Source: an optimization exercise on an open RTL-to-GDS flow (aim: small area, a short achievable clock period and few clock cycles per item). Production flows keep margins and buffers that such runs may drop.
Where RTL was checked, it was by simulation tests only, not by an equivalence proof against the original.
Only the layout flow was run in runs 3 to 5; the RTL was not checked for function there.
Power and IR drop assume default switching activity.

$ cat flow/config.mk
export PLATFORM = sky130hd
export DESIGN_NAME = pattern_date_time_parser_top
export DESIGN_NICKNAME = pattern_date_time_parser_top
export VERILOG_FILES = /design/flow/design.v
export SDC_FILE = /design/flow/constraint.sdc
export NUM_CORES = 4
export LEC_CHECK = 0
export CAP_MARGIN = 20
export CORE_MARGIN = 2
export CORE_UTILIZATION = 40
export SLEW_MARGIN = 20
$ cat flow/constraint.sdc
create_clock -name core_clock -period 10.5 [get_ports {i_clk}]
set_input_delay 2.1000 -clock core_clock [delete_from_list [all_inputs] [get_ports {i_clk}]]
set_output_delay 2.1000 -clock core_clock [all_outputs]
set_load 0.01 [all_outputs]
$ cat flow/design.v
package pdtp_pkg;
    localparam int          C_MAX_CODES = 16;
    localparam logic [3:0] C_CODE_SKIP       = 4'd0;
    localparam logic [3:0] C_CODE_YY         = 4'd1;
    localparam logic [3:0] C_CODE_YYYY       = 4'd2;
    localparam logic [3:0] C_CODE_MONTH_FLEX = 4'd3;
    localparam logic [3:0] C_CODE_MONTH      = 4'd4;
    localparam logic [3:0] C_CODE_DAY_FLEX   = 4'd5;
    localparam logic [3:0] C_CODE_DAY        = 4'd6;
    localparam logic [3:0] C_CODE_HOUR       = 4'd7;
    localparam logic [3:0] C_CODE_MINUTE     = 4'd8;
    localparam logic [3:0] C_CODE_SECOND     = 4'd9;
    localparam logic [0:0] C_REG_PATTERN_CODES  = 1'b0;
    localparam logic [0:0] C_REG_PATTERN_LENGTH = 1'b1;
    function automatic logic is_field(input logic [3:0] code);
        is_field = (code != 4'd0) && (code <= 4'd9);
    endfunction
    function automatic logic is_flex(input logic [3:0] code);
        is_flex = (code == C_CODE_MONTH_FLEX) || (code == C_CODE_DAY_FLEX);
    endfunction
endpackage
module pdtp_parse (
    input  logic        i_clk,
    input  logic        i_rst_n,
    input  logic        i_valid,
    input  logic        i_last,
    input  logic        i_dig,
    input  logic [3:0]  i_d,
    input  logic [63:0] i_codes,
    input  logic [4:0]  i_len,
    input  logic [4:0]  i_lf,
    input  logic        i_out_stall,
    output logic        o_step,
    output logic        o_valid,
    output logic [50:0] o_data
);
    localparam logic [1:0] C_M_BAD = 2'd0;
    localparam logic [1:0] C_M_FEB = 2'd1;
    localparam logic [1:0] C_M_30  = 2'd2;
    localparam logic [1:0] C_M_31  = 2'd3;
    localparam logic [2:0] C_D_BAD = 3'd0;
    localparam logic [2:0] C_D_28  = 3'd1;    
    localparam logic [2:0] C_D_29  = 3'd2;
    localparam logic [2:0] C_D_30  = 3'd3;
    localparam logic [2:0] C_D_31  = 3'd4;
    logic [4:0]  r_idx;
    logic        r_act;          
    logic [3:0]  r_c0;           
    logic [1:0]  r_n;
    logic        r_bad, r_failed;
    logic [3:0]  r_a;            
    logic        r_fresh;        
    logic        r_ov;           
    logic [13:0] r_year;
    logic        r_leap, r_ynz;
    logic [6:0]  r_month, r_day, r_hour, r_minute, r_second;
    logic [1:0]  r_mc;
    logic [2:0]  r_dc;
    logic        r_hok, r_mok, r_sok;
    logic        r_matched, r_valid;
    logic        step;
    logic [3:0]  c1, c2, cz;
    logic        act1, act2, actz;
    logic        run;
    logic        f0, flex0, y4, yy, isyear, f1, flex1;
    logic        badn, done_fx;
    logic [1:0]  inc;
    logic [1:0]  n_n;
    logic        bad_n, failed_n;
    logic        wr7, wry, wrleap;
    logic        we_mon, we_day, we_hour, we_min, we_sec;
    logic [3:0]  hi;
    logic [6:0]  v7;
    logic [13:0] vy;
    logic        vleap, vynz;
    logic [1:0]  vmc;
    logic [2:0]  vdc;
    logic        vtok_h, vtok_m;
    logic        lo_zero, lo_div4;
    logic        matched;
    logic        day_ok, valid;
    logic [13:0] n_year;
    logic        n_leap, n_ynz;
    logic [6:0]  n_month, n_day, n_hour, n_minute, n_second;
    logic [1:0]  n_mc;
    logic [2:0]  n_dc;
    logic        n_hok, n_mok, n_sok;
    logic [63:0] codes_sh1, codes_sh2;
    assign step = i_valid && (!r_ov || !i_out_stall);
    assign codes_sh1 = {4'd0, i_codes[63:4]};
    assign codes_sh2 = {8'd0, i_codes[63:8]};
    always_comb begin
        c1   = codes_sh1[{r_idx[3:0], 2'b00} +: 4];
        c2   = codes_sh2[{r_idx[3:0], 2'b00} +: 4];
        cz   = i_codes[3:0];
        act1 = (6'(r_idx) + 6'd1) < 6'(i_len);
        act2 = (6'(r_idx) + 6'd2) < 6'(i_len);
        actz = i_len != 5'd0;
        run    = !r_failed && r_act;
        f0     = pdtp_pkg::is_field(r_c0);
        flex0  = pdtp_pkg::is_flex(r_c0);
        y4     = (r_c0 == pdtp_pkg::C_CODE_YYYY);
        yy     = (r_c0 == pdtp_pkg::C_CODE_YY);
        isyear = yy || y4;
        f1     = pdtp_pkg::is_field(c1);
        flex1  = pdtp_pkg::is_flex(c1);
        badn   = r_bad || !i_dig;
        done_fx = y4 ? (r_n == 2'd3) : (r_n == 2'd1);
        inc      = 2'd0;
        n_n      = r_n;
        bad_n    = r_bad;
        failed_n = r_failed;
        wr7      = 1'b0;
        wry      = 1'b0;
        if (run) begin
            if (!f0) begin
                inc = 2'd1;
            end else if (flex0) begin
                if (r_n == 2'd0) begin
                    if (i_dig) begin
                        n_n = 2'd1;
                        wr7 = 1'b1;
                    end else begin
                        failed_n = 1'b1;
                    end
                end else begin
                    inc = 2'd1;
                    n_n = 2'd0;
                    if (i_dig) begin
                        wr7 = 1'b1;
                    end else if (act1) begin
                        if (!f1) begin
                            inc = 2'd2;
                        end else if (flex1) begin
                            failed_n = 1'b1;
                        end else begin
                            bad_n = 1'b1;
                            n_n   = 2'd1;
                        end
                    end
                end
            end else begin
                if (done_fx) begin
                    inc   = 2'd1;
                    n_n   = 2'd0;
                    bad_n = 1'b0;
                end else begin
                    n_n   = 2'(r_n + 2'd1);
                    bad_n = badn;
                end
                if (isyear)
                    wry = 1'b1;
                else if (done_fx)
                    wr7 = 1'b1;
            end
        end
        matched = !r_failed && (6'(r_idx) + 6'd1 >= 6'(i_lf)) &&
                  (!r_act || !f0 || (flex0 && (r_n[0] || i_dig)) || (!flex0 && done_fx));
        hi = (flex0 && r_n == 2'd0) ? 4'd0 : r_a;
        v7 = (badn && !(flex0 && r_n == 2'd0)) ? 7'd0 : 7'(7'(i_d) + 7'(hi) * 7'd10);
        if (badn)
            vy = yy ? 14'd1900 : 14'd0;
        else if (r_n == 2'd0)
            vy = yy ? 14'(8'd190 + 8'(i_d)) : 14'(i_d);
        else
            vy = 14'(r_year * 14'd10 + 14'(i_d));
        if (badn)
            vynz = yy;
        else if (r_n == 2'd0)
            vynz = yy || (i_d != 4'd0);
        else
            vynz = r_ynz || (i_d != 4'd0);
        lo_zero = (r_a == 4'd0) && (i_d == 4'd0);
        lo_div4 = !i_d[0] && (r_a[0] == i_d[1]);
        wrleap  = wry && ((y4 && r_n == 2'd1) || done_fx);
        vleap   = (y4 && r_n == 2'd1) ? lo_div4 :
                  (!badn && (lo_zero ? (y4 && r_leap) : lo_div4));
        vmc = C_M_BAD;
        vdc = C_D_BAD;
        if (!(badn && !(flex0 && r_n == 2'd0))) begin
            if (hi == 4'd0) begin
                case (i_d)
                    4'd1, 4'd3, 4'd5, 4'd7, 4'd8: vmc = C_M_31;
                    4'd2:                         vmc = C_M_FEB;
                    4'd4, 4'd6, 4'd9:             vmc = C_M_30;
                    default:                      vmc = C_M_BAD;
                endcase
                vdc = (i_d != 4'd0) ? C_D_28 : C_D_BAD;
            end else if (hi == 4'd1) begin
                vmc = (i_d == 4'd0 || i_d == 4'd2) ? C_M_31 :
                      (i_d == 4'd1) ? C_M_30 : C_M_BAD;
                vdc = C_D_28;
            end else if (hi == 4'd2) begin
                vdc = (i_d == 4'd9) ? C_D_29 : C_D_28;
            end else if (hi == 4'd3) begin
                vdc = (i_d == 4'd0) ? C_D_30 : (i_d == 4'd1) ? C_D_31 : C_D_BAD;
            end
        end
        vtok_h = badn || (hi < 4'd2) || (hi == 4'd2 && i_d < 4'd4);
        vtok_m = badn || (hi < 4'd6);
        we_mon  = wr7 && (r_c0 == pdtp_pkg::C_CODE_MONTH_FLEX || r_c0 == pdtp_pkg::C_CODE_MONTH);
        we_day  = wr7 && (r_c0 == pdtp_pkg::C_CODE_DAY_FLEX   || r_c0 == pdtp_pkg::C_CODE_DAY);
        we_hour = wr7 && (r_c0 == pdtp_pkg::C_CODE_HOUR);
        we_min  = wr7 && (r_c0 == pdtp_pkg::C_CODE_MINUTE);
        we_sec  = wr7 && (r_c0 == pdtp_pkg::C_CODE_SECOND);
        n_year   = wry     ? vy     : (r_fresh ? 14'd0 : r_year);
        n_ynz    = wry     ? vynz   : (!r_fresh && r_ynz);
        n_leap   = wrleap  ? vleap  : (!r_fresh && r_leap);
        n_month  = we_mon  ? v7     : (r_fresh ? 7'd0 : r_month);
        n_mc     = we_mon  ? vmc    : (r_fresh ? C_M_BAD : r_mc);
        n_day    = we_day  ? v7     : (r_fresh ? 7'd0 : r_day);
        n_dc     = we_day  ? vdc    : (r_fresh ? C_D_BAD : r_dc);
        n_hour   = we_hour ? v7     : (r_fresh ? 7'd0 : r_hour);
        n_hok    = we_hour ? vtok_h : (r_fresh || r_hok);
        n_minute = we_min  ? v7     : (r_fresh ? 7'd0 : r_minute);
        n_mok    = we_min  ? vtok_m : (r_fresh || r_mok);
        n_second = we_sec  ? v7     : (r_fresh ? 7'd0 : r_second);
        n_sok    = we_sec  ? vtok_m : (r_fresh || r_sok);
        day_ok = (n_dc == C_D_28) ||
                 (n_dc == C_D_29 && (n_mc != C_M_FEB || n_leap)) ||
                 (n_dc == C_D_30 && n_mc != C_M_FEB) ||
                 (n_dc == C_D_31 && n_mc == C_M_31);
        valid  = matched && n_ynz && (n_mc != C_M_BAD) && day_ok && n_hok && n_mok && n_sok;
        if (i_last && !matched) begin
            n_year   = 14'd0;
            n_month  = 7'd0;
            n_day    = 7'd0;
            n_hour   = 7'd0;
            n_minute = 7'd0;
            n_second = 7'd0;
        end
    end
    always_ff @(posedge i_clk) begin
        if (!i_rst_n) begin
            r_idx    <= '0;
            r_n      <= '0;
            r_bad    <= 1'b0;
            r_failed <= 1'b0;
            r_fresh  <= 1'b1;
            r_ov     <= 1'b0;
        end else begin
            if (step) begin
                r_idx    <= i_last ? 5'd0 : 5'(r_idx + 5'(inc));
                r_n      <= i_last ? 2'd0 : n_n;
                r_bad    <= i_last ? 1'b0 : bad_n;
                r_failed <= i_last ? 1'b0 : failed_n;
                r_fresh  <= i_last;
            end
            r_ov <= (step && i_last) || (r_ov && i_out_stall);
        end
    end
    always_ff @(posedge i_clk) begin
        if (step) begin
            if (i_last) begin
                r_c0  <= cz;
                r_act <= actz;
            end else if (inc == 2'd1) begin
                r_c0  <= c1;
                r_act <= act1;
            end else if (inc == 2'd2) begin
                r_c0  <= c2;
                r_act <= act2;
            end
        end else if (r_idx == 5'd0) begin
            r_c0  <= cz;
            r_act <= actz;
        end
    end
    always_ff @(posedge i_clk) begin
        if (step) begin
            r_a      <= i_d;
            r_year   <= n_year;
            r_ynz    <= n_ynz;
            r_leap   <= n_leap;
            r_month  <= n_month;
            r_mc     <= n_mc;
            r_day    <= n_day;
            r_dc     <= n_dc;
            r_hour   <= n_hour;
            r_hok    <= n_hok;
            r_minute <= n_minute;
            r_mok    <= n_mok;
            r_second <= n_second;
            r_sok    <= n_sok;
        end
        if (step && i_last) begin
            r_matched <= matched;
            r_valid   <= valid;
        end
    end
    assign o_step  = step;
    assign o_valid = r_ov;
    assign o_data  = {r_year, r_month, r_day, r_hour, r_minute, r_second, r_matched, r_valid};
endmodule
module pattern_date_time_parser_top (
    input  logic                i_clk,
    input  logic                i_rst_n,
    input  logic                i_in_valid,
    output logic                o_in_stall,
    input  logic [8:0]          i_in_data,
    output logic                o_out_valid,
    input  logic                i_out_stall,
    output logic [50:0]         o_out_data,
    input  logic                i_cfg_wr_en,
    input  logic [0:0]          i_cfg_index,
    input  logic [63:0]         i_cfg_wdata
);
    logic [63:0] r_codes;
    logic [4:0]  r_len;          
    logic [4:0]  r_lf;           
    logic        r_hv, r_sv;     
    logic [5:0]  r_head, r_skid;
    logic [5:0]  in_item;
    logic        in_dig;
    logic        step;
    logic        head_load;
    logic [4:0]  lf;
    always_ff @(posedge i_clk) begin
        if (!i_rst_n) begin
            r_codes <= '0;
            r_len   <= '0;
        end else if (i_cfg_wr_en) begin
            if (i_cfg_index == pdtp_pkg::C_REG_PATTERN_CODES)
                r_codes <= i_cfg_wdata;
            else
                r_len <= i_cfg_wdata[4] ? 5'd16 : {1'b0, i_cfg_wdata[3:0]};
        end
    end
    always_comb begin
        lf = 5'd0;
        for (int i = 0; i < pdtp_pkg::C_MAX_CODES; i++) begin
            if (5'(i) < r_len && pdtp_pkg::is_field(r_codes[4*i +: 4]))
                lf = 5'(i + 1);
        end
    end
    always_ff @(posedge i_clk) begin
        r_lf <= lf;
    end
    assign in_dig  = (i_in_data[8:5] == 4'd3) && (i_in_data[4:1] <= 4'd9);
    assign in_item = {i_in_data[0], in_dig, i_in_data[4:1]};
    assign head_load  = !r_hv || step;
    assign o_in_stall = r_sv;
    always_ff @(posedge i_clk) begin
        if (!i_rst_n) begin
            r_hv <= 1'b0;
            r_sv <= 1'b0;
        end else begin
            if (head_load)
                r_hv <= r_sv || i_in_valid;
            if (r_sv)
                r_sv <= !head_load;
            else
                r_sv <= !head_load && i_in_valid;
        end
    end
    always_ff @(posedge i_clk) begin
        if (head_load)
            r_head <= r_sv ? r_skid : in_item;
        if (!r_sv)
            r_skid <= in_item;
    end
    pdtp_parse u_parse (
        .i_clk       (i_clk),
        .i_rst_n     (i_rst_n),
        .i_valid     (r_hv),
        .i_last      (r_head[5]),
        .i_dig       (r_head[4]),
        .i_d         (r_head[3:0]),
        .i_codes     (r_codes),
        .i_len       (r_len),
        .i_lf        (r_lf),
        .i_out_stall (i_out_stall),
        .o_step      (step),
        .o_valid     (o_out_valid),
        .o_data      (o_out_data)
    );
endmodule
$ cat flow/flow/run.sh
#!/bin/bash
# Own layout flow: the standard ORFS flow (standard.sh), unchanged except
#  - port buffers use a small fast buffer cell (every port still gets one);
set -euo pipefail
export BUFFER_PORTS_ARGS="-buffer_cell sky130_fd_sc_hd__buf_2"
export SETUP_SLACK_MARGIN=7.0
bash standard.sh > standard.log 2>&1
$ cat flow/standard.sh
#!/bin/bash
# synth_recipe.tcl (not shown) runs the flow's synth.tcl, then flattens the netlist and writes it again
# the make line also repeats each setting of config.mk as NAME=value (left out here)
make -C /OpenROAD-flow-scripts/flow DESIGN_CONFIG=/design/flow/config.mk WORK_HOME=/design/flow/orfs CLKGATE_MAP_FILE= SYNTH_SCRIPT=/design/flow/synth_recipe.tcl "${@:-finish}"
==> results.py, run 1 <==
metrics = {
    "critical_path": {
        "rr_worst_depth": 17,
        "critical_path_arrival_ns": 4.01,
        "cp_max_fo": 8,
        "critPathKind": "flop to flop",
        "end_kind": "flop",
        "startpoint": "u_parse.r_idx[0]$_SDFFE_PN0P_",
        "reg2reg_slack_ns": 6.86,
        "cp-start-kind": "flop",
        "r2r_end": "u_parse.r_idx[4]$_SDFFE_PN0P_",
        "crit_path_end": "u_parse.r_idx[4]$_SDFFE_PN0P_",
        "required_ns": 10.87,
        "worst_r2r_startpoint": "u_parse.r_idx[0]$_SDFFE_PN0P_",
    },
    "drt": {
        "vias_per_cell": 5.44,
        "wl_per_cell_um": 16.7,
        "num_vias": 8777,
        "wl_um": 27000,
        "drc": 0,
        "drtPass1Iterations": 6,
        "drt_iter0_markers": 703,
        "antenna_left": 0,
    },
    "finish": {
        "fin_area_mm2": 0.0125,
        "fin_nets": 1400,
        "mostFrequentLayoutCell": "nand2_1",
        "fillers": 2500,
        "layout-drive-gt1-share_pct": 21.9,
        "n_antenna_cell": 0,
        "synthToLayoutAreaGrowth_pct": 18.2,
        "layout_common_cells": "nand2_1 (200), buf_2 (131), nor2_1 (93)",
    },
    "placement": {
        "dp_hpwl_um": 19500,
        "numPortBuffers": 131,
        "dpl_cell_area_mm2": 0.0115,
        "place_congestion": 0.944,
    },
    "timing": {
        "slew_headroom_pct": 41.9,
        "setup_viol": 0,
        "drv_slew": 0,
        "period_share_pct": 34.7,
        "fin_skew_ns": 0.0110,
        "fmax_ghz": 0.275,
        "fin_tns_setup_ns": 0,
        "rsz0062_at_grt": "yes",
        "final_hold_viol_count": 0,
        "worstMarginPinSlew_ns": 0.860,
        "min_period_ns": 3.64,
    },
    "cts": {
        "cts_hold_buf": 0,
        "numCtsBuffers": 17,
        "tritoncts": "built",
        "htree_levels": 4,
        "clock_latency_ns": 0.43,
        "clockRootBuffer": "clkbuf_16",
        "clkSlewWorstSetupHoldPaths_ns": 0.07,
        "clkSinkCount": 171,
        "cts_buffer_depth": 2,
    },
    "power": {
        "power.density_mw_per_mm2": 134,
        "ir_drop_uv": 97.3,
        "leakage_uw": 0.00481,
    },
    "floorplan": {
        "fp.coreArea_mm2": 0.0261,
        "die_w_um": 167,
        "die_y_um": 167,
        "die_area_mm2": 0.0278,
        "placementRows": 59,
        "start_util_pct": 40.6,
        "ios": 132,
    },
    "global_routing": {
        "grt_pass1_wl_um": 43400,
        "grt_overflow": 0,
        "grt_pass1_vias": 8331,
        "grt_util_all_layers_pct": 19.2,
        "antenna_found_initial": 0,
        "grt_max_degree": 84,
    },
    "synthesis": {
        "syn_nets": 1282,
        "synth_edf_count": 76,
        "ys_seq_elements": 171,
        "synth_seq_area_share_pct": 39.5,
        "synth_cells": 1147,
        "synthesis.area_mm2": 0.0106,
        "synthFlopType": "dfxtp_1",
        "ys_warn_count": 2,
        "ys_types": 81,
        "synthArstFlopShare_pct": 0,
        "syn_area_per_cell_um2": 9.23,
    },
    "run_status": {
        "status": "no timing/DRC/antenna violations",
    },
    "min_path": {
        "hp-class": "flop to flop",
    },
    "flow_run": {
        "max_cap_violations": 0,
    },
}
[per-stage QoR]
stage	hold slack (ns)	total power (µW)	cells	setup slack (ns)	utilization [%]
after global routing	0.515	1750	1613	6.73	48.0
after floorplan	0.431	960	1147	6.76	-
final	0.468	1670	1613	6.86	48.0
after global placement	0.457	1040	1555	6.09	44.1
after detailed placement	0.456	1040	1555	5.99	44.1
after CTS	0.473	1680	1597	6.88	47.0
[cells by family (layout without fill, tap and decap cells)]
family | count (synthesis) | after routing | synth area share (%)
AOI/OAI and AO/OA | 254 | 254 | 16.6
and+or+nand+nor | 466 | 466 | 21.3
buffers and inverters | 109 | 240 | 4.35
xor gates and xnor gates | 33 | 33 | 2.91
adders and majority gates | 56 | 56 | 6.90
DFF | 171 | 171 | 39.5
muxes | 58 | 58 | 8.48
[worst min-delay path by stage]
stage                       from                 to  slack [ns]  cells after the start
5_1_grt        r_skid[3]$_DFF_P_  r_skid[3]$_DFF_P_        0.52                      1
6_report       r_skid[4]$_DFF_P_  r_skid[4]$_DFF_P_        0.47                      2
3_5_place_dp   r_skid[4]$_DFF_P_  r_skid[4]$_DFF_P_        0.46                      2
2_1_floorplan  r_skid[4]$_DFF_P_  r_skid[4]$_DFF_P_        0.43                      2
3_3_place_gp   r_skid[4]$_DFF_P_  r_skid[4]$_DFF_P_        0.46                      2
4_1_cts        r_skid[4]$_DFF_P_  r_skid[4]$_DFF_P_        0.47                      2
[repair_timing]
item	CTS	global route
setup buffers	9	15
cloned	1	1
pin swaps	2	15
resized for setup	10	19
setup endpoints to repair	104	59
[registers in the layout, summed over array words and instances, names as in the netlist, 7 cells and up, named ones only]
signal,count
r_codes,64
u_parse.r_hour,7
u_parse.r_second,7
u_parse.r_month,7
u_parse.r_minute,7
u_parse.r_year,14
u_parse.r_day,7
[routing by layer]
metal | global-route usage (%) | wire length (µm)
met1 | 25.2 | 12300
met5 | 0 | 0
met3 | 2.78 | 1260
met4 | 7.42 | 753
met2 | 32.2 | 12700
[Yosys cell counts (10+ instances only)]
library cell | instances | share of area [%]
mux2i_1 | 23 | 2.2
a21oi_1 | 48 | 2.3
o21ai_0 | 50 | 2.4
dfxtp_1 | 95 | 18
a21boi_0 | 71 | 5.0
mux4_2 | 24 | 5.1
xor2_1 | 12 | 0.99
nand2b_1 | 15 | 0.89
or4_1 | 15 | 1.1
inv_1 | 44 | 1.6
nand4_1 | 10 | 0.59
nor3_1 | 31 | 1.5
ha_1 | 52 | 6.1
and2_1 | 12 | 0.71
xnor2_1 | 20 | 1.7
nand3_1 | 16 | 0.76
edfxtp_1 | 76 | 22
mux2_2 | 10 | 1.1
nor2_1 | 93 | 3.3
nand2_1 | 203 | 7.2
nor2b_1 | 24 | 1.4
clkbuf_1 | 49 | 1.7
[worst max-delay path: stages, from the launching register on]
cell and delay, ns:
dfxtp_4 0.39, buf_12 0.11, clkbuf_16 0.14, mux4_2 0.49, a22oi_1 0.21, o211ai_1 0.20, nor2_2 0.14, mux2_4 0.19
nor3_4 0.04, nand2b_4 0.16, a31oi_4 0.15, ha_2 0.21, inv_2 0.04, fa_2 0.41, or4_4 0.42, a21oi_2 0.12
a21oi_1 0.05, nor2b_1 0.11
[power by group]
group | total (µW) | leakage [µW] | internal, µW | switching, µW
Sequential | 767 | 0.00152 | 728 | 38.3
Clock | 636 | 0.000292 | 352 | 285
Combinational | 272 | 0.00300 | 119 | 153
Total | 1670 | 0.00481 | 1200 | 476
[area by class of cell]
| cell class | instances | area [µm²] | share of cell area (%) |
|---|---|---|---|
| Multi-Input combinational cell | 867 | 6090 | 48.6 |
| Sequential cell | 171 | 4200 | 33.5 |
| Timing Repair Buffer | 164 | 1040 | 8.28 |
| Clock buffer | 21 | 504 | 4.03 |
| Tap cell | 335 | 419 | 3.35 |
| Inverter | 44 | 180 | 1.44 |
| Clock inverter | 11 | 93.8 | 0.750 |
Testbench counts, summed over its fixed seeds: cycles 233,137, chars 233,009.
==> run 2: changes to the inputs <==
==> flow/run.sh (new file) <==
#!/bin/bash
# synth_recipe.tcl (not shown) runs the flow's synth.tcl, then flattens the netlist and writes it again
# the make line also repeats each setting of config.mk as NAME=value (left out here)
make -C /OpenROAD-flow-scripts/flow DESIGN_CONFIG=/design/flow/config.mk WORK_HOME=/design/flow/orfs CLKGATE_MAP_FILE= SYNTH_SCRIPT=/design/flow/synth_recipe.tcl finish
removed: flow/flow/run.sh
removed: flow/standard.sh
==> results.py, run 2 <==
metrics = {
    "power": {
        "power.density_mw_per_mm2": 134,
        "ir_drop_uv": 97.8,
        "leakage_uw": 0.00461,
    },
    "min_path": {
        "hp-class": "flop to flop",
        "worst_hold_startpoint": "u_parse.r_bad$_SDFFE_PN0P_",
        "holdPathStages": 2,
        "min_to": "u_parse.r_bad$_SDFFE_PN0P_",
    },
    "run_status": {
        "status": "no timing/DRC/antenna violations",
    },
    "cts": {
        "tritoncts": "built",
        "clkSinkCount": 171,
        "numCtsBuffers": 17,
        "clkSlewWorstSetupHoldPaths_ns": 0.07,
        "ctsResizeCount": 0,
        "cts_hold_buf": 0,
        "clock_latency_ns": 0.44,
        "clockRootBuffer": "clkbuf_16",
        "htree_levels": 4,
        "cts_buffer_depth": 2,
        "postCtsSetupRepairBufs": 0,
    },
    "floorplan": {
        "placementRows": 59,
        "fp.coreArea_mm2": 0.0261,
        "die_w_um": 167,
        "die_y_um": 167,
        "start_util_pct": 40.6,
        "die_area_mm2": 0.0278,
        "ios": 132,
    },
    "finish": {
        "n_antenna_cell": 0,
        "fin_area_mm2": 0.0127,
        "top_register": "r_codes",
        "largest_reg_flops": 64,
        "fin_nets": 1375,
        "layout_common_cells": "nand2_1 (203), clkdlybuf4s50_1 (130), dfxtp_1 (94)",
        "fillers": 2520,
        "top_regs": "r_codes: 64 flops, u_parse.r_year: 14 flops",
        "synthToLayoutAreaGrowth_pct": 19.9,
        "mostFrequentLayoutCell": "nand2_1",
        "layout-drive-gt1-share_pct": 7.82,
    },
    "synthesis": {
        "synthFlopType": "dfxtp_1",
        "synth_area_leaders": "edfxtp_1 (22%), dfxtp_1 (18%), nand2_1 (7.2%), ha_1 (6.1%), mux4_2 (5.1%)",
        "synth_commonest_cells": "nand2_1 (203), dfxtp_1 (95), nor2_1 (93)",
        "ys_warn_count": 2,
        "synthesis.area_mm2": 0.0106,
        "synthArstFlopShare_pct": 0,
        "yosys.area.top_type": "edfxtp_1",
        "syn_area_per_cell_um2": 9.23,
        "synth_cells": 1147,
        "synth_seq_area_share_pct": 39.5,
        "synth_top_area_share_pct": 21.5,
        "synth_edf_count": 76,
        "yosysMostFrequentCell": "nand2_1",
        "ys_types": 81,
        "syn_nets": 1282,
        "ys_seq_elements": 171,
    },
    "critical_path": {
        "r2r_end": "u_parse.r_idx[4]$_SDFFE_PN0P_",
        "critPathKind": "input pin to flop",
        "end_kind": "flop",
        "cp_max_fo": 20,
        "worst_r2r_startpoint": "u_parse.r_idx[3]$_SDFFE_PN0P_",
        "required_ns": 10.83,
        "rr_worst_depth": 17,
        "critical_path_arrival_ns": 4.92,
        "cp-start-kind": "input pin",
        "reg2reg_slack_ns": 6.13,
    },
    "global_routing": {
        "grt_overflow": 0,
        "grt_pass1_wl_um": 42600,
        "grt_util_all_layers_pct": 18.9,
        "grt_max_degree": 84,
        "grt_pass1_vias": 8325,
        "antenna_found_initial": 0,
    },
    "timing": {
        "rsz0062_at_grt": "no",
        "setup_viol": 0,
        "fin_skew_ns": 0.0113,
        "min_period_ns": 4.59,
        "fin_tns_setup_ns": 0,
        "fmax_ghz": 0.218,
        "drv_slew": 0,
        "worstMarginPinSlew_ns": 0.935,
        "slew_headroom_pct": 36.8,
        "final_hold_viol_count": 0,
        "period_share_pct": 43.7,
    },
    "drt": {
        "num_vias": 8585,
        "wl_um": 26000,
        "vias_per_cell": 5.41,
        "drc": 0,
        "drtPass1Iterations": 7,
        "antenna_left": 0,
        "drt_iter0_markers": 525,
        "wl_per_cell_um": 16.4,
    },
    "placement": {
        "dpl_cell_area_mm2": 0.0121,
        "numPortBuffers": 131,
        "dp_hpwl_um": 19500,
        "place_congestion": 0.873,
    },
    "flow_run": {
        "max_cap_violations": 0,
    },
}
run 2: area by class of cell:
| type | instances | area [µm²] | share of cell area (%) |
|---|---|---|---|
| timing repair buffer | 139 | 1370 | 10.8 |
| clock buffer | 18 | 439 | 3.46 |
| sequential | 171 | 4190 | 32.9 |
| tap | 335 | 419 | 3.30 |
| multi-input combinational | 867 | 5960 | 46.9 |
| clock inverter | 14 | 171 | 1.35 |
| inverter | 44 | 165 | 1.30 |
run 2: per-stage QoR:
| stage | power (µW) | setup WS (ns) | hold WS (ns) | util, % | instances |
|---|---|---|---|---|---|
| floorplan | 958 | 6.04 | 0.431 | - | 1147 |
| global placement | 1060 | 5.60 | 0.465 | 46.4 | 1556 |
| detailed placement | 1060 | 5.45 | 0.478 | 46.4 | 1556 |
| CTS | 1720 | 5.89 | 0.488 | 48.7 | 1588 |
| global route | 1780 | 5.70 | 0.509 | 48.7 | 1588 |
| finish | 1700 | 5.91 | 0.490 | 48.7 | 1588 |
run 2: cell families (layout without fill, tap and decap cells):
family	count (synthesis)	in the layout	share of synthesized area, %
AND/OR/NAND/NOR	466	466	21.3
AO/OA/AOI/OAI	254	254	16.6
flip-flops	171	171	39.5
buffers and inverters	109	215	4.35
multiplexers	58	58	8.48
adder cells (fa/ha/maj)	56	56	6.90
XOR/XNOR	33	33	2.91
run 2: power breakdown:
part	total [µW]	internal, µW	switching, µW
Combinational	279	133	147
Clock	658	349	309
Sequential	766	729	37.7
run 2: metal layers:
layer	GRT usage (%)	up-vias	part of all wire, %
li1	-	4294	-
met5	0	-	0
met4	6.60	0	2.4
met2	32.3	234	49
met1	24.5	4016	46
met3	2.61	41	3.4
run 2: worst max-delay path by stage:
stage	startpoint	to	slack, ns
global placement	i_out_stall	u_parse.r_n[0]$_SDFFE_PN0P_	5.60
floorplan	u_parse.r_idx[1]$_SDFFE_PN0P_	u_parse.r_idx[4]$_SDFFE_PN0P_	6.04
global route	i_out_stall	u_parse.r_n[0]$_SDFFE_PN0P_	5.70
detailed placement	i_out_stall	u_parse.r_n[0]$_SDFFE_PN0P_	5.45
finish	i_out_stall	u_parse.r_n[0]$_SDFFE_PN0P_	5.91
CTS	i_out_stall	u_parse.r_n[0]$_SDFFE_PN0P_	5.89
run 2: worst max-delay path, cell delays in order:
cell and delay, ns:
clkdlybuf4s50_1 0.47, nand2_1 0.11, nand2_1 0.44, inv_1 0.74
nand2b_1 0.19, a31oi_1 0.33, o21ai_0 0.21, a211oi_2 0.24
nor2_1 0.07
==> run 3: changes to the inputs <==
--- a/flow/design.v
+++ b/flow/design.v
@@ -30,4 +30,5 @@
     input  logic [4:0]  i_len,
     input  logic [4:0]  i_lf,
+    input  logic        i_lf_le1,
     input  logic        i_out_stall,
     output logic        o_step,
@@ -46,4 +47,5 @@
     logic [4:0]  r_idx;
     logic        r_act;          
+    logic        r_ge1;          
     logic [3:0]  r_c0;           
     logic [1:0]  r_n;
@@ -87,4 +89,7 @@
     logic        n_hok, n_mok, n_sok;
     logic [63:0] codes_sh1, codes_sh2;
+    logic [4:0]  idx_p1, idx_p2, idx_n;
+    logic        ge_p2, ge_p3;
+    logic        e_l1, e_l2, e_g2, e_g3;
     assign step = i_valid && (!r_ov || !i_out_stall);
     assign codes_sh1 = {4'd0, i_codes[63:4]};
@@ -94,7 +99,15 @@
         c2   = codes_sh2[{r_idx[3:0], 2'b00} +: 4];
         cz   = i_codes[3:0];
-        act1 = (6'(r_idx) + 6'd1) < 6'(i_len);
-        act2 = (6'(r_idx) + 6'd2) < 6'(i_len);
-        actz = i_len != 5'd0;
+        e_l1   = r_idx == 5'(i_len - 5'd1);
+        e_l2   = r_idx == 5'(i_len - 5'd2);
+        e_g2   = r_idx == 5'(i_lf - 5'd2);
+        e_g3   = r_idx == 5'(i_lf - 5'd3);
+        act1   = r_act && !e_l1;
+        act2   = r_act && !e_l1 && !e_l2;
+        actz   = i_len != 5'd0;
+        ge_p2  = r_ge1 || e_g2;
+        ge_p3  = r_ge1 || e_g2 || e_g3;
+        idx_p1 = 5'(r_idx + 5'd1);
+        idx_p2 = 5'(r_idx + 5'd2);
         run    = !r_failed && r_act;
         f0     = pdtp_pkg::is_field(r_c0);
@@ -129,6 +142,6 @@
                     if (i_dig) begin
                         wr7 = 1'b1;
-                    end else if (act1) begin
-                        if (!f1) begin
+                    end else begin
+                        if (!act1 || !f1) begin
                             inc = 2'd2;
                         end else if (flex1) begin
@@ -155,5 +168,7 @@
             end
         end
-        matched = !r_failed && (6'(r_idx) + 6'd1 >= 6'(i_lf)) &&
+        idx_n = ({5{inc == 2'd2}} & idx_p2) | ({5{inc == 2'd1}} & idx_p1) |
+                ({5{inc == 2'd0}} & r_idx);
+        matched = !r_failed && r_ge1 &&
                   (!r_act || !f0 || (flex0 && (r_n[0] || i_dig)) || (!flex0 && done_fx));
         hi = (flex0 && r_n == 2'd0) ? 4'd0 : r_a;
@@ -241,5 +256,5 @@
         end else begin
             if (step) begin
-                r_idx    <= i_last ? 5'd0 : 5'(r_idx + 5'(inc));
+                r_idx    <= i_last ? 5'd0 : idx_n;
                 r_n      <= i_last ? 2'd0 : n_n;
                 r_bad    <= i_last ? 1'b0 : bad_n;
@@ -255,14 +270,18 @@
                 r_c0  <= cz;
                 r_act <= actz;
+                r_ge1 <= i_lf_le1;
             end else if (inc == 2'd1) begin
                 r_c0  <= c1;
                 r_act <= act1;
+                r_ge1 <= ge_p2;
             end else if (inc == 2'd2) begin
                 r_c0  <= c2;
                 r_act <= act2;
+                r_ge1 <= ge_p3;
             end
         end else if (r_idx == 5'd0) begin
             r_c0  <= cz;
             r_act <= actz;
+            r_ge1 <= i_lf_le1;
         end
     end
@@ -370,4 +389,5 @@
         .i_len       (r_len),
         .i_lf        (r_lf),
+        .i_lf_le1    (lf <= 5'd1),
         .i_out_stall (i_out_stall),
         .o_step      (step),
==> flow/flow/run.sh (new file) <==
#!/bin/bash
# Own layout flow: the standard ORFS flow (standard.sh), unchanged except
#  - port buffers use a small fast buffer cell (every port still gets one);
set -euo pipefail
export BUFFER_PORTS_ARGS="-buffer_cell sky130_fd_sc_hd__buf_2"
export SETUP_SLACK_MARGIN=7.5
bash standard.sh > standard.log 2>&1
==> flow/standard.sh (new file) <==
#!/bin/bash
# synth_recipe.tcl (not shown) runs the flow's synth.tcl, then flattens the netlist and writes it again
# the make line also repeats each setting of config.mk as NAME=value (left out here)
make -C /OpenROAD-flow-scripts/flow DESIGN_CONFIG=/design/flow/config.mk WORK_HOME=/design/flow/orfs CLKGATE_MAP_FILE= SYNTH_SCRIPT=/design/flow/synth_recipe.tcl "${@:-finish}"
removed: flow/run.sh
==> results.py, run 3 <==
metrics = {
    "run_status": {
        "status": "no timing/DRC/antenna violations",
    },
    "synthesis": {
        "ys_types": 82,
        "synth_edf_count": 77,
        "synthArstFlopShare_pct": 0,
        "syn_area_per_cell_um2": 9.06,
        "yosysMostFrequentCell": "nand2_1",
        "synth_area_leaders": "edfxtp_1 (22%), dfxtp_1 (18%), nand2_1 (7.1%), ha_1 (5.9%), a21boi_0 (4.8%)",
        "ys_seq_elements": 172,
        "synth_top_area_share_pct": 21.9,
        "synth_cells": 1167,
        "syn_nets": 1300,
        "synthesis.area_mm2": 0.0106,
        "synth_commonest_cells": "nand2_1 (200), dfxtp_1 (95), nor2_1 (93)",
        "synth_seq_area_share_pct": 39.9,
        "synthFlopType": "dfxtp_1",
        "yosys.area.top_type": "edfxtp_1",
        "ys_warn_count": 2,
    },
    "drt": {
        "drc": 0,
        "antenna_left": 0,
        "drtPass1Iterations": 5,
        "wl_um": 28900,
        "num_vias": 9303,
        "drt_iter0_markers": 768,
        "vias_per_cell": 5.51,
        "wl_per_cell_um": 17.1,
    },
    "floorplan": {
        "fp.coreArea_mm2": 0.0260,
        "placementRows": 59,
        "die_area_mm2": 0.0277,
        "ios": 132,
        "die_w_um": 167,
        "start_util_pct": 40.7,
        "die_y_um": 167,
    },
    "critical_path": {
        "required_ns": 10.83,
        "path_cells": "buf_12, mux4_2, a22o_1, a221oi_4, nand2b_4, o31ai_4, nor2_2, or2_4, ha_2, inv_1, o21a_1, a21oi_2, a21oi_1, o21ai_1, and2_1",
        "crit_slowest_cell": "mux4_2",
        "max_stage_delay_ns": 0.50,
        "critPathKind": "flop to flop",
        "cp_max_fo": 7,
        "cp-start-kind": "flop",
        "critical_path_arrival_ns": 3.53,
        "end_kind": "flop",
    },
    "finish": {
        "synthToLayoutAreaGrowth_pct": 25.7,
        "fin_nets": 1473,
        "mostFrequentLayoutCell": "nand2_1",
        "n_antenna_cell": 0,
        "layout_common_cells": "nand2_1 (190), buf_2 (129), nor2_1 (87), dfxtp_1 (87), edfxtp_1 (77)",
        "multiInputGateArea_mm2": 0.00641,
        "top_regs": "r_codes: 64 flops, u_parse.r_year: 14 flops",
        "largest_reg_flops": 64,
        "regArea_mm2": 0.00423,
        "top_register": "r_codes",
        "layout-drive-gt1-share_pct": 29.0,
        "fillers": 2476,
    },
    "cts": {
        "tritoncts": "built",
        "cts_hold_buf": 0,
        "clock_latency_ns": 0.44,
        "clkSinkCount": 172,
        "clockRootBuffer": "clkbuf_16",
        "htree_levels": 4,
        "cts_buffer_depth": 2,
        "numCtsBuffers": 17,
        "clkSlewWorstSetupHoldPaths_ns": 0.07,
    },
    "timing": {
        "period_share_pct": 30.5,
        "fin_tns_setup_ns": 0,
        "whs_ns": 0.485,
        "min_period_ns": 3.20,
        "drv_slew": 0,
        "setup_slack_ns": 7.30,
        "setup_viol": 0,
        "fin_skew_ns": 0.0145,
        "rsz0062_at_grt": "yes",
        "final_hold_viol_count": 0,
        "slew_headroom_pct": 52.4,
        "fmax_ghz": 0.312,
        "worstMarginPinSlew_ns": 0.709,
    },
    "placement": {
        "dp_hpwl_um": 20000,
        "place_congestion": 0.896,
        "pre_cts_ws_ns": 6.25,
        "numPortBuffers": 131,
    },
    "global_routing": {
        "grt_pass1_wl_um": 46400,
        "grt_overflow": 0,
        "grt_max_degree": 85,
        "grt_pass1_vias": 8920,
        "grt_util_all_layers_pct": 20.5,
        "antenna_found_initial": 0,
    },
    "min_path": {
        "hp-class": "flop to flop",
    },
    "power": {
        "p_int_uw": 1260,
        "netSwitchingFraction_pct": 30.0,
        "ir_drop_uv": 101,
        "power.density_mw_per_mm2": 136,
        "p_seq_share_pct": 42.9,
        "p_sw_uw": 541,
        "p_clk_share_pct": 36.2,
        "power_frac_comb_pct": 20.9,
        "leakage_uw": 0.00506,
    },
    "flow_run": {
        "max_cap_violations": 0,
    },
}
[run 3: area by class of cell]
| class | instances | area share [%] |
|---|---|---|
| tap | 335 | 3.16 |
| multi-input combinational | 889 | 48.3 |
| timing repair buffer | 216 | 10.8 |
| inverter | 44 | 1.39 |
| clock inverter | 14 | 1.11 |
| sequential | 172 | 31.9 |
| clock buffer | 18 | 3.39 |
[run 3: worst paths after layout]
check        slack (ns)                           from                       endpoint  cells past startpoint
max                7.30  u_parse.r_idx[0]$_SDFFE_PN0P_  u_parse.r_idx[2]$_SDFFE_PN0P_                     15
min                0.48              r_skid[4]$_DFF_P_              r_skid[4]$_DFF_P_                      2
max reg2reg        7.30  u_parse.r_idx[0]$_SDFFE_PN0P_  u_parse.r_idx[2]$_SDFFE_PN0P_                     15
min reg2reg        0.48              r_skid[4]$_DFF_P_              r_skid[4]$_DFF_P_                      2
[run 3: power groups by stage]
| stage | clock (µW) | sequential, µW | combinational [µW] |
|---|---|---|---|
| after global routing | 692 | 778 | 414 |
| after floorplan | 0 | 775 | 227 |
| after CTS | 666 | 772 | 339 |
| after detailed placement | 0 | 793 | 288 |
| after global placement | 0 | 792 | 285 |
| final | 652 | 774 | 376 |
[run 3: logic make-up (layout without fill, tap and decap cells)]
group / after synthesis / count (layout) / synth area share [%]
adder cells (fa/ha/maj): 54 / 54 / 6.68
buffers and inverters: 106 / 292 / 4.58
flip-flops: 172 / 172 / 39.9
XOR/XNOR: 42 / 42 / 3.48
AND/OR/NAND/NOR: 452 / 452 / 20.1
multiplexers: 48 / 48 / 7.02
AO/OA/AOI/OAI: 293 / 293 / 18.3
[run 3: layer usage]
| metal | wire [µm] | GRT usage, % |
|---|---|---|
| met5 | 0 | 0 |
| met4 | 1060 | 10.1 |
| met3 | 1560 | 3.14 |
| met2 | 13700 | 33.7 |
| met1 | 12600 | 26.4 |
[run 3: repair_timing]
item,in CTS,in global routing
resized for setup,72,63
buffers inserted,41,38
setup endpoints to repair,162,115
gates cloned,2,0
pin swaps,23,32
[run 3: through the flow]
stage               instance area [µm²]  power [µW]  util [%]  cells
finish                            13300        1800      51.1   1688
global route                      13300        1880      51.1   1688
CTS                               12700        1780      49.1   1650
detailed placement                11500        1080      44.3   1575
global placement                  11500        1080      44.3   1575
floorplan                         10800        1000         -   1167
[run 3: critical path, delay by kind of cell (launching register included)]
kind            cells  cell delay (ns)
mux                 1             0.50
buf+inv             2             0.23
simple gates        4             0.62
fa+ha+maj           1             0.20
compound gates      7             1.19
flops               1             0.38
==> run 4: changes to the inputs <==
--- a/flow/design.v
+++ b/flow/design.v
@@ -75,4 +75,5 @@
     logic [6:0]  v7;
     logic [13:0] vy;
+    logic [9:0]  y_in;
     logic        vleap, vynz;
     logic [1:0]  vmc;
@@ -88,5 +89,6 @@
     logic [2:0]  n_dc;
     logic        n_hok, n_mok, n_sok;
-    logic [63:0] codes_sh1, codes_sh2;
+    logic [63:0] codes_sh1, codes_sh2, codes_sh3;
+    logic [3:0]  w0, w1, w2;
     logic [4:0]  idx_p1, idx_p2, idx_n;
     logic        ge_p2, ge_p3;
@@ -95,7 +97,11 @@
     assign codes_sh1 = {4'd0, i_codes[63:4]};
     assign codes_sh2 = {8'd0, i_codes[63:8]};
+    assign codes_sh3 = {12'd0, i_codes[63:12]};
     always_comb begin
-        c1   = codes_sh1[{r_idx[3:0], 2'b00} +: 4];
-        c2   = codes_sh2[{r_idx[3:0], 2'b00} +: 4];
+        w0   = codes_sh1[{r_idx[3:1], 3'b000} +: 4];
+        w1   = codes_sh2[{r_idx[3:1], 3'b000} +: 4];
+        w2   = codes_sh3[{r_idx[3:1], 3'b000} +: 4];
+        c1   = r_idx[0] ? w1 : w0;
+        c2   = r_idx[0] ? w2 : w1;
         cz   = i_codes[3:0];
         e_l1   = r_idx == 5'(i_len - 5'd1);
@@ -174,10 +180,6 @@
         hi = (flex0 && r_n == 2'd0) ? 4'd0 : r_a;
         v7 = (badn && !(flex0 && r_n == 2'd0)) ? 7'd0 : 7'(7'(i_d) + 7'(hi) * 7'd10);
-        if (badn)
-            vy = yy ? 14'd1900 : 14'd0;
-        else if (r_n == 2'd0)
-            vy = yy ? 14'(8'd190 + 8'(i_d)) : 14'(i_d);
-        else
-            vy = 14'(r_year * 14'd10 + 14'(i_d));
+        y_in = (r_n == 2'd0) ? (yy ? 10'd19 : 10'd0) : r_year[9:0];
+        vy   = badn ? (yy ? 14'd1900 : 14'd0) : 14'(14'(y_in) * 14'd10 + 14'(i_d));
         if (badn)
             vynz = yy;
@@ -327,4 +329,6 @@
     logic [63:0] r_codes;
     logic [4:0]  r_len;          
+    logic        r_cz;           
+    logic [4:0]  len;            
     logic [4:0]  r_lf;           
     logic        r_hv, r_sv;     
@@ -337,17 +341,22 @@
     always_ff @(posedge i_clk) begin
         if (!i_rst_n) begin
-            r_codes <= '0;
-            r_len   <= '0;
+            r_len <= '0;
+            r_cz  <= 1'b1;
         end else if (i_cfg_wr_en) begin
             if (i_cfg_index == pdtp_pkg::C_REG_PATTERN_CODES)
-                r_codes <= i_cfg_wdata;
+                r_cz <= 1'b0;
             else
                 r_len <= i_cfg_wdata[4] ? 5'd16 : {1'b0, i_cfg_wdata[3:0]};
         end
     end
+    always_ff @(posedge i_clk) begin
+        if (i_cfg_wr_en && i_cfg_index == pdtp_pkg::C_REG_PATTERN_CODES)
+            r_codes <= i_cfg_wdata;
+    end
+    assign len = r_cz ? 5'd0 : r_len;
     always_comb begin
         lf = 5'd0;
         for (int i = 0; i < pdtp_pkg::C_MAX_CODES; i++) begin
-            if (5'(i) < r_len && pdtp_pkg::is_field(r_codes[4*i +: 4]))
+            if (5'(i) < len && pdtp_pkg::is_field(r_codes[4*i +: 4]))
                 lf = 5'(i + 1);
         end
@@ -387,5 +396,5 @@
         .i_d         (r_head[3:0]),
         .i_codes     (r_codes),
-        .i_len       (r_len),
+        .i_len       (len),
         .i_lf        (r_lf),
         .i_lf_le1    (lf <= 5'd1),
==> results.py, run 4 <==
metrics = {
    "drt": {
        "wl_met1_um": 10900,
        "drc": 0,
        "drtPass1Iterations": 5,
        "drt_iter0_markers": 651,
        "routed.top_layer": "met4",
        "wl_per_cell_um": 17.6,
        "wl_um": 26200,
        "antenna_left": 0,
        "num_vias": 8143,
        "wl_met2_um": 13200,
        "dr_wl_met3_um": 1180,
        "vias_per_cell": 5.49,
    },
    "synthesis": {
        "synth_seq_area_share_pct": 49.0,
        "synth_commonest_cells": "edfxtp_1 (141), nor2_1 (98), nand2_1 (76)",
        "synth_area_leaders": "edfxtp_1 (43%), dfxtp_1 (6.4%), ha_1 (4.8%), nor2_1 (3.7%), a21oi_1 (3.3%)",
        "yosysMostFrequentCell": "edfxtp_1",
        "synth_edf_count": 141,
        "ys_types": 72,
        "ys_seq_elements": 173,
        "synthFlopType": "edfxtp_1",
        "synth_top_area_share_pct": 42.6,
        "synth_cells": 964,
        "syn_area_per_cell_um2": 10.3,
        "yosys.area.top_type": "edfxtp_1",
        "synthArstFlopShare_pct": 0,
        "synthesis.area_mm2": 0.00995,
        "syn_nets": 1085,
        "ys_warn_count": 2,
    },
    "finish": {
        "mostFrequentLayoutCell": "edfxtp_1",
        "layout-drive-gt1-share_pct": 35.5,
        "top_regs": "r_codes: 64 flops, u_parse.r_year: 14 flops",
        "largest_reg_flops": 64,
        "top_register": "r_codes",
        "n_antenna_cell": 0,
        "regArea_mm2": 0.00491,
        "multiInputGateArea_mm2": 0.00557,
        "layout_common_cells": "edfxtp_1 (141), buf_2 (128), nor2_1 (91)",
        "fillers": 2177,
        "synthToLayoutAreaGrowth_pct": 31.1,
        "fin_nets": 1268,
    },
    "global_routing": {
        "grt_max_degree": 66,
        "grt_util_all_layers_pct": 19.7,
        "grt_overflow": 0,
        "grt_pass1_vias": 7833,
        "grt_pass1_wl_um": 40600,
        "antenna_found_initial": 0,
    },
    "min_path": {
        "holdPathStages": 1,
        "hp-class": "flop to flop",
    },
    "critical_path": {
        "path_cells": "buf_12, mux2i_2, nand2_1, a32oi_1, o21ai_2, or4_4, a31oi_4, nor3_4, o31a_1, ha_4, buf_4, nor3_2, o2111ai_1, a21oi_1, a31oi_1",
        "rr_worst_depth": 15,
        "max_stage_delay_ns": 0.54,
        "required_ns": 10.68,
        "critPathKind": "flop to flop",
        "cp_num_cells": 15,
        "cp-start-kind": "flop",
        "path_delay_family": "compound AO/OA/AOI/OAI gates",
        "crit_buf_inv": 2,
        "critical_path_arrival_ns": 3.67,
        "end_kind": "flop",
        "cp_max_fo": 10,
        "crit_slowest_cell": "or4_4",
    },
    "timing": {
        "min_period_ns": 3.49,
        "period_share_pct": 33.2,
        "setup_viol": 0,
        "fin_tns_setup_ns": 0,
        "slew_headroom_pct": 36.4,
        "rsz0062_at_grt": "yes",
        "setup_slack_ns": 7.01,
        "fin_skew_ns": 0.0146,
        "final_hold_viol_count": 0,
        "drv_slew": 0,
        "fmax_ghz": 0.287,
        "worstMarginPinSlew_ns": 0.941,
        "whs_ns": 0.487,
    },
    "floorplan": {
        "ios": 132,
        "die_area_mm2": 0.0261,
        "fp.coreArea_mm2": 0.0244,
        "die_y_um": 162,
        "die_w_um": 162,
        "placementRows": 57,
        "start_util_pct": 40.8,
    },
    "placement": {
        "place_congestion": 0.990,
        "numPortBuffers": 131,
        "pre_cts_ws_ns": 6.20,
        "dp_hpwl_um": 18000,
    },
    "cts": {
        "clock_latency_ns": 0.44,
        "cts_hold_buf": 0,
        "clkSlewWorstSetupHoldPaths_ns": 0.08,
        "htree_levels": 4,
        "cts_buffer_depth": 2,
        "clkSinkCount": 173,
        "tritoncts": "built",
        "numCtsBuffers": 17,
        "clockRootBuffer": "clkbuf_16",
    },
    "run_status": {
        "status": "no timing/DRC/antenna violations",
    },
    "flow_run": {
        "max_cap_violations": 0,
    },
    "power": {
        "leakage_uw": 0.00482,
        "power.density_mw_per_mm2": 136,
        "ir_drop_uv": 94.1,
    },
}
[run 4: what timing repair did]
item / in CTS / in global routing
pin swaps: 27 / 51
gates cloned: 3 / 0
endpoints found under the hold margin: 0 / 0
resized for setup: 79 / 67
endpoints found under the setup margin: 162 / 155
buffers inserted: 44 / 30
[run 4: cell type report]
| class | instances | share of cell area (%) |
|---|---|---|
| clock buffers | 17 | 3.26 |
| clock inverters | 15 | 1.36 |
| inverters | 40 | 1.23 |
| multi-input cells | 704 | 42.7 |
| flip-flops and latches | 173 | 37.7 |
| well taps | 324 | 3.11 |
| repair buffers | 210 | 10.6 |
| repair inverters | 1 | 0.0384 |
[run 4: kinds of logic after synthesis]
family	Yosys count	share of synthesized area, %
simple gates	343	17.6
compound gates	231	14.8
flops	173	49.0
buf+inv	87	3.56
mux	48	5.94
fa+ha+maj	42	5.59
xor+xnor	40	3.52
[run 4: path summary, 6_finish.rpt]
| kind | startpoint | to | slack [ns] |
|---|---|---|---|
| setup reg to reg | u_parse.r_idx[2]$_SDFFE_PN0P_ | u_parse.r_act$_DFFE_PP_ | 7.01 |
| hold / removal | r_skid[5]$_DFF_P_ | r_skid[5]$_DFF_P_ | 0.49 |
| setup / recovery | u_parse.r_idx[2]$_SDFFE_PN0P_ | u_parse.r_act$_DFFE_PP_ | 7.01 |
| hold reg to reg | r_skid[5]$_DFF_P_ | r_skid[5]$_DFF_P_ | 0.49 |
[run 4: report_power, final]
part / leakage [µW] / internal (µW) / switching, µW
registers: 0.00161 / 782 / 37.9
logic: 0.00292 / 138 / 165
clock network: 0.000287 / 340 / 305
[run 4: metal layers]
metal,GRT usage (%),vias to the layer above
li1,-,3959
met1,23.7,3854
met2,34.3,267
met3,3.83,63
met4,9.01,0
met5,0,-
[run 4: metrics by stage]
stage	std cells	instance area [µm²]	util, %	power, µW
final	1484	13000	53.4	1770
after global routing	1484	13000	53.4	1840
after CTS	1454	12500	51.2	1740
after detailed placement	1375	11200	45.8	1070
after global placement	1375	11200	45.8	1070
after floorplan	964	10400	-	996
==> run 5: changes to the inputs <==
--- a/flow/design.v
+++ b/flow/design.v
@@ -29,6 +29,4 @@
     input  logic [63:0] i_codes,
     input  logic [4:0]  i_len,
-    input  logic [4:0]  i_lf,
-    input  logic        i_lf_le1,
     input  logic        i_out_stall,
     output logic        o_step,
@@ -89,29 +87,41 @@
     logic [2:0]  n_dc;
     logic        n_hok, n_mok, n_sok;
-    logic [63:0] codes_sh1, codes_sh2, codes_sh3;
-    logic [3:0]  w0, w1, w2;
+    logic [15:0] fld;            
+    logic [16:0] nf;             
+    logic [79:0] ent;            
+    logic [39:0] ent1, ent2, ent3;
+    logic [4:0]  w0, w1, w2;
     logic [4:0]  idx_p1, idx_p2, idx_n;
     logic        ge_p2, ge_p3;
-    logic        e_l1, e_l2, e_g2, e_g3;
+    logic        e_l1, e_l2;
     assign step = i_valid && (!r_ov || !i_out_stall);
-    assign codes_sh1 = {4'd0, i_codes[63:4]};
-    assign codes_sh2 = {8'd0, i_codes[63:8]};
-    assign codes_sh3 = {12'd0, i_codes[63:12]};
     always_comb begin
-        w0   = codes_sh1[{r_idx[3:1], 3'b000} +: 4];
-        w1   = codes_sh2[{r_idx[3:1], 3'b000} +: 4];
-        w2   = codes_sh3[{r_idx[3:1], 3'b000} +: 4];
-        c1   = r_idx[0] ? w1 : w0;
-        c2   = r_idx[0] ? w2 : w1;
+        for (int i = 0; i < 16; i++)
+            fld[i] = (5'(i) < i_len) && pdtp_pkg::is_field(i_codes[4*i +: 4]);
+        nf[16] = 1'b1;
+        for (int i = 15; i >= 0; i--)
+            nf[i] = nf[i + 1] && !fld[i];
+        for (int i = 0; i < 16; i++)
+            ent[5*i +: 5] = {nf[i + 1], i_codes[4*i +: 4]};
+        for (int k = 0; k < 8; k++) begin
+            ent1[5*k +: 5] = ent[5*(2*k+1) +: 5];
+            ent2[5*k +: 5] = (k < 7) ? ent[5*(2*k+2) +: 5] : 5'b10000;
+            ent3[5*k +: 5] = (k < 7) ? ent[5*(2*k+3) +: 5] : 5'b10000;
+        end
+    end
+    always_comb begin
+        w0   = ent1[5*r_idx[3:1] +: 5];
+        w1   = ent2[5*r_idx[3:1] +: 5];
+        w2   = ent3[5*r_idx[3:1] +: 5];
+        c1   = r_idx[0] ? w1[3:0] : w0[3:0];
+        c2   = r_idx[0] ? w2[3:0] : w1[3:0];
+        ge_p2 = r_idx[0] ? w1[4] : w0[4];
+        ge_p3 = r_idx[0] ? w2[4] : w1[4];
         cz   = i_codes[3:0];
         e_l1   = r_idx == 5'(i_len - 5'd1);
         e_l2   = r_idx == 5'(i_len - 5'd2);
-        e_g2   = r_idx == 5'(i_lf - 5'd2);
-        e_g3   = r_idx == 5'(i_lf - 5'd3);
         act1   = r_act && !e_l1;
         act2   = r_act && !e_l1 && !e_l2;
         actz   = i_len != 5'd0;
-        ge_p2  = r_ge1 || e_g2;
-        ge_p3  = r_ge1 || e_g2 || e_g3;
         idx_p1 = 5'(r_idx + 5'd1);
         idx_p2 = 5'(r_idx + 5'd2);
@@ -272,5 +282,5 @@
                 r_c0  <= cz;
                 r_act <= actz;
-                r_ge1 <= i_lf_le1;
+                r_ge1 <= nf[1];
             end else if (inc == 2'd1) begin
                 r_c0  <= c1;
@@ -285,5 +295,5 @@
             r_c0  <= cz;
             r_act <= actz;
-            r_ge1 <= i_lf_le1;
+            r_ge1 <= nf[1];
         end
     end
@@ -331,5 +341,4 @@
     logic        r_cz;           
     logic [4:0]  len;            
-    logic [4:0]  r_lf;           
     logic        r_hv, r_sv;     
     logic [5:0]  r_head, r_skid;
@@ -338,5 +347,4 @@
     logic        step;
     logic        head_load;
-    logic [4:0]  lf;
     always_ff @(posedge i_clk) begin
         if (!i_rst_n) begin
@@ -355,14 +363,4 @@
     end
     assign len = r_cz ? 5'd0 : r_len;
-    always_comb begin
-        lf = 5'd0;
-        for (int i = 0; i < pdtp_pkg::C_MAX_CODES; i++) begin
-            if (5'(i) < len && pdtp_pkg::is_field(r_codes[4*i +: 4]))
-                lf = 5'(i + 1);
-        end
-    end
-    always_ff @(posedge i_clk) begin
-        r_lf <= lf;
-    end
     assign in_dig  = (i_in_data[8:5] == 4'd3) && (i_in_data[4:1] <= 4'd9);
     assign in_item = {i_in_data[0], in_dig, i_in_data[4:1]};
@@ -397,6 +395,4 @@
         .i_codes     (r_codes),
         .i_len       (len),
-        .i_lf        (r_lf),
-        .i_lf_le1    (lf <= 5'd1),
         .i_out_stall (i_out_stall),
         .o_step      (step),
==> results.py, run 5 <==
metrics = {
    "drt": {
        "drc": 0,
        "num_vias": 7780,
        "antenna_left": 0,
        "wl_um": 25100,
        "drt_iter0_markers": 635,
        "wl_per_cell_um": 17.7,
        "drtPass1Iterations": 5,
        "vias_per_cell": 5.48,
    },
    "critical_path": {
        "critical_path_arrival_ns": 3.89,
        "required_ns": 10.83,
        "critPathKind": "flop to flop",
        "cp-start-kind": "flop",
        "crit_slowest_cell": "or4_4",
        "end_kind": "flop",
        "cp_max_fo": 5,
        "max_stage_delay_ns": 0.57,
        "path_cells": "buf_6, mux4_2, nand2_2, o311a_1, a21oi_2, or4_4, and3_4, or4_4, ha_4, buf_6, buf_6, a21oi_2, a21oi_2, a21oi_1, o22ai_1, and2_1",
    },
    "min_path": {
        "hp-class": "flop to flop",
    },
    "synthesis": {
        "synth_seq_area_share_pct": 49.7,
        "synth_compound_area_share_pct": 15.5,
        "synthesis.area_mm2": 0.00960,
        "ys_warn_count": 2,
        "synth_edf_count": 141,
        "yosysMostFrequentCell": "edfxtp_1",
        "synth-simple-area-share_pct": 16.0,
        "ys_seq_elements": 168,
        "synth-xor-area-share_pct": 2.72,
        "synthAdderAreaFrac_pct": 5.40,
        "synth_cells": 899,
        "yosys.area.top_type": "edfxtp_1",
        "muxShareOfSynthArea_pct": 7.14,
        "synthArstFlopShare_pct": 0,
        "synth_top_area_share_pct": 44.1,
        "syn_nets": 1017,
        "synth_area_leaders": "edfxtp_1 (44%), dfxtp_1 (5.6%), ha_1 (4.6%), o21ai_0 (3.6%), nor2_1 (3.4%)",
        "ys_types": 75,
        "synthFlopType": "edfxtp_1",
        "syn_area_per_cell_um2": 10.7,
        "synth_top_family_by_area": "simple AND/OR/NAND/NOR gates",
        "synth_commonest_cells": "edfxtp_1 (141), nor2_1 (86), o21ai_0 (69)",
    },
    "power": {
        "ir_drop_uv": 118,
        "netSwitchingFraction_pct": 26.1,
        "p_int_uw": 1290,
        "power.density_mw_per_mm2": 139,
        "p_clk_share_pct": 39.4,
        "p_seq_share_pct": 45.4,
        "p_sw_uw": 455,
        "leakage_uw": 0.00462,
        "p_total_uw": 1740,
        "power_frac_comb_pct": 15.3,
    },
    "timing": {
        "fmax_ghz": 0.281,
        "setup_viol": 0,
        "fin_tns_setup_ns": 0,
        "setup_slack_ns": 6.94,
        "drv_slew": 0,
        "fin_skew_ns": 0.0125,
        "final_hold_viol_count": 0,
        "min_period_ns": 3.56,
        "slew_headroom_pct": 48.9,
        "rsz0062_at_grt": "yes",
        "worstMarginPinSlew_ns": 0.767,
        "period_share_pct": 33.9,
    },
    "global_routing": {
        "antenna_found_initial": 0,
        "grt_max_degree": 66,
        "grt_pass1_vias": 7560,
        "grt_util_all_layers_pct": 19.7,
        "grt_overflow": 0,
        "grt_pass1_wl_um": 39600,
    },
    "run_status": {
        "status": "no timing/DRC/antenna violations",
    },
    "floorplan": {
        "start_util_pct": 40.8,
        "ios": 132,
        "die_y_um": 159,
        "die_w_um": 159,
        "fp.coreArea_mm2": 0.0235,
        "placementRows": 56,
        "die_area_mm2": 0.0253,
    },
    "finish": {
        "n_antenna_cell": 0,
        "layout_common_cells": "edfxtp_1 (141), buf_2 (130), nor2_1 (81)",
        "top_regs": "r_codes: 64 flops, u_parse.r_year: 14 flops",
        "fillers": 2105,
        "mostFrequentLayoutCell": "edfxtp_1",
        "synthToLayoutAreaGrowth_pct": 30.3,
        "largest_reg_flops": 64,
        "top_register": "r_codes",
        "fin_area_mm2": 0.0125,
        "layout-drive-gt1-share_pct": 35.6,
        "fin_nets": 1205,
    },
    "cts": {
        "clock_latency_ns": 0.44,
        "numCtsBuffers": 17,
        "clkSinkCount": 168,
        "tritoncts": "built",
        "cts_buffer_depth": 2,
        "clockRootBuffer": "clkbuf_16",
        "clkSlewWorstSetupHoldPaths_ns": 0.07,
        "htree_levels": 4,
    },
    "placement": {
        "dp_hpwl_um": 17100,
        "pre_cts_ws_ns": 6.31,
        "numPortBuffers": 131,
        "place_congestion": 0.921,
        "dpl_cell_area_mm2": 0.0107,
    },
    "flow_run": {
        "max_cap_violations": 0,
    },
}
[run 5: cell types whose count changed in the layout (fill, tap and decap cells not counted), sizes merged, moves of 6 or more]
cell / change
a21oi: -8
and3: +9
inv: -11
mux2i: -7
nand2: -11
nor2: -12
nor3: -8
or4: -6
xor2: -6
[run 5: per-layer routing]
metal	global-route usage [%]	share of wire, %	vias to the layer above
li1	-	-	3787
met1	23.7	41	3703
met2	34.8	51	234
met3	3.34	4.1	56
met4	8.35	3.6	0
met5	0	0	-
[run 5: metrics by stage]
stage	hold WS, ns	cells	utilization [%]
after detailed placement	0.468	1306	45.3
after floorplan	0.424	899	-
after global placement	0.467	1306	45.3
after global routing	0.499	1419	53.2
final	0.475	1419	53.2
after CTS	0.478	1396	51.3
[run 5: cell families (layout without fill, tap and decap cells)]
kind of cell               count (synthesis)  count (layout)
xor gates and xnor gates                  29              29
AOI/OAI and AO/OA                        232             232
adders and majority gates                 39              39
and+or+nand+nor                          302             302
DFF                                      168             168
muxes                                     50              50
buffers and inverters                     79             280
[run 5: path summary, 6_finish.rpt]
path / from / slack, ns / to / cells past startpoint
worst min-delay path: u_parse.r_n[1]$_SDFFE_PN0P_ / 0.47 / u_parse.r_n[1]$_SDFFE_PN0P_ / 2
worst max register to register: u_parse.r_idx[1]$_SDFFE_PN0P_ / 6.94 / u_parse.r_idx[2]$_SDFFE_PN0P_ / 16
worst min register to register: u_parse.r_n[1]$_SDFFE_PN0P_ / 0.47 / u_parse.r_n[1]$_SDFFE_PN0P_ / 2
worst max-delay path: u_parse.r_idx[1]$_SDFFE_PN0P_ / 6.94 / u_parse.r_idx[2]$_SDFFE_PN0P_ / 16
[run 5: final cells by class]
type	instances	area (µm²)	share of cell area (%)
multi-input combinational	652	5110	40.9
sequential	168	4800	38.4
timing repair buffer	213	1400	11.2
clock buffer	18	429	3.43
tap	319	399	3.19
clock inverter	14	209	1.67
inverter	34	158	1.26
timing repair inverter	1	5.00	0.0400
[run 5: power by group through the flow]
stage,Combinational (µW),Sequential (µW),Clock (µW)
2_1_floorplan,148,795,0
6_report,266,792,686
5_1_grt,290,796,724
3_5_place_dp,198,811,0
4_1_cts,243,791,696
3_3_place_gp,197,811,0
[run 5: worst max-delay path, delay by kind of cell, from the launching register on]
kind | cells | cell delay (ns)
simple gates | 5 | 1.42
compound gates | 6 | 0.62
mux | 1 | 0.49
flops | 1 | 0.40
buf+inv | 3 | 0.35
fa+ha+maj | 1 | 0.18
[run 5: repair_timing]
item,CTS,global route
hold buffers,0,0
endpoints found under the setup margin,153,140
pin swaps,33,34
resized for setup,80,58
cloned,2,0
setup buffers,56,23

-- re-timing with driven ports --
The flow's constraints put no driver on any port. The routed layouts listed below were extracted and timed again, unchanged, in two steps.
Step 1: set_driving_cell puts a clkbuf_16 on i_clk and a buf_2 on each other input, an assumption about the parent block.
Step 2 times the ports against the registers' clock, not the clock port: input delays grow and output delays shrink by t, the midpoint of the rising clock arrivals with the driver on.
Three values: ideal ports, drivers, drivers and shift; two values: the first two.
run | shift t [ns] | setup WS [ns] | latest minus earliest clock arrival (ns) | worst data-port slew with drivers (ns)
run 1 | 0.476 | 6.860 / 6.860 / 6.797 | 0.011 / 0.011 | 0.06
run 2 | 0.484 | 5.907 / 5.937 / 5.453 | 0.012 / 0.011 | 0.04
run 3 | 0.482 | 7.300 / 7.300 / 7.038 | 0.014 / 0.015 | 0.05
run 4 | 0.478 | 7.015 / 7.015 / 7.010 | 0.015 / 0.015 | 0.05
run 5 | 0.477 | 6.939 / 6.939 / 6.752 | 0.014 / 0.014 | 0.04
After both steps setup and hold are still met in every run listed. For run 2, which loses most, drivers alone change the setup slack by +0.030 ns; drivers and shift together by -0.454 ns.
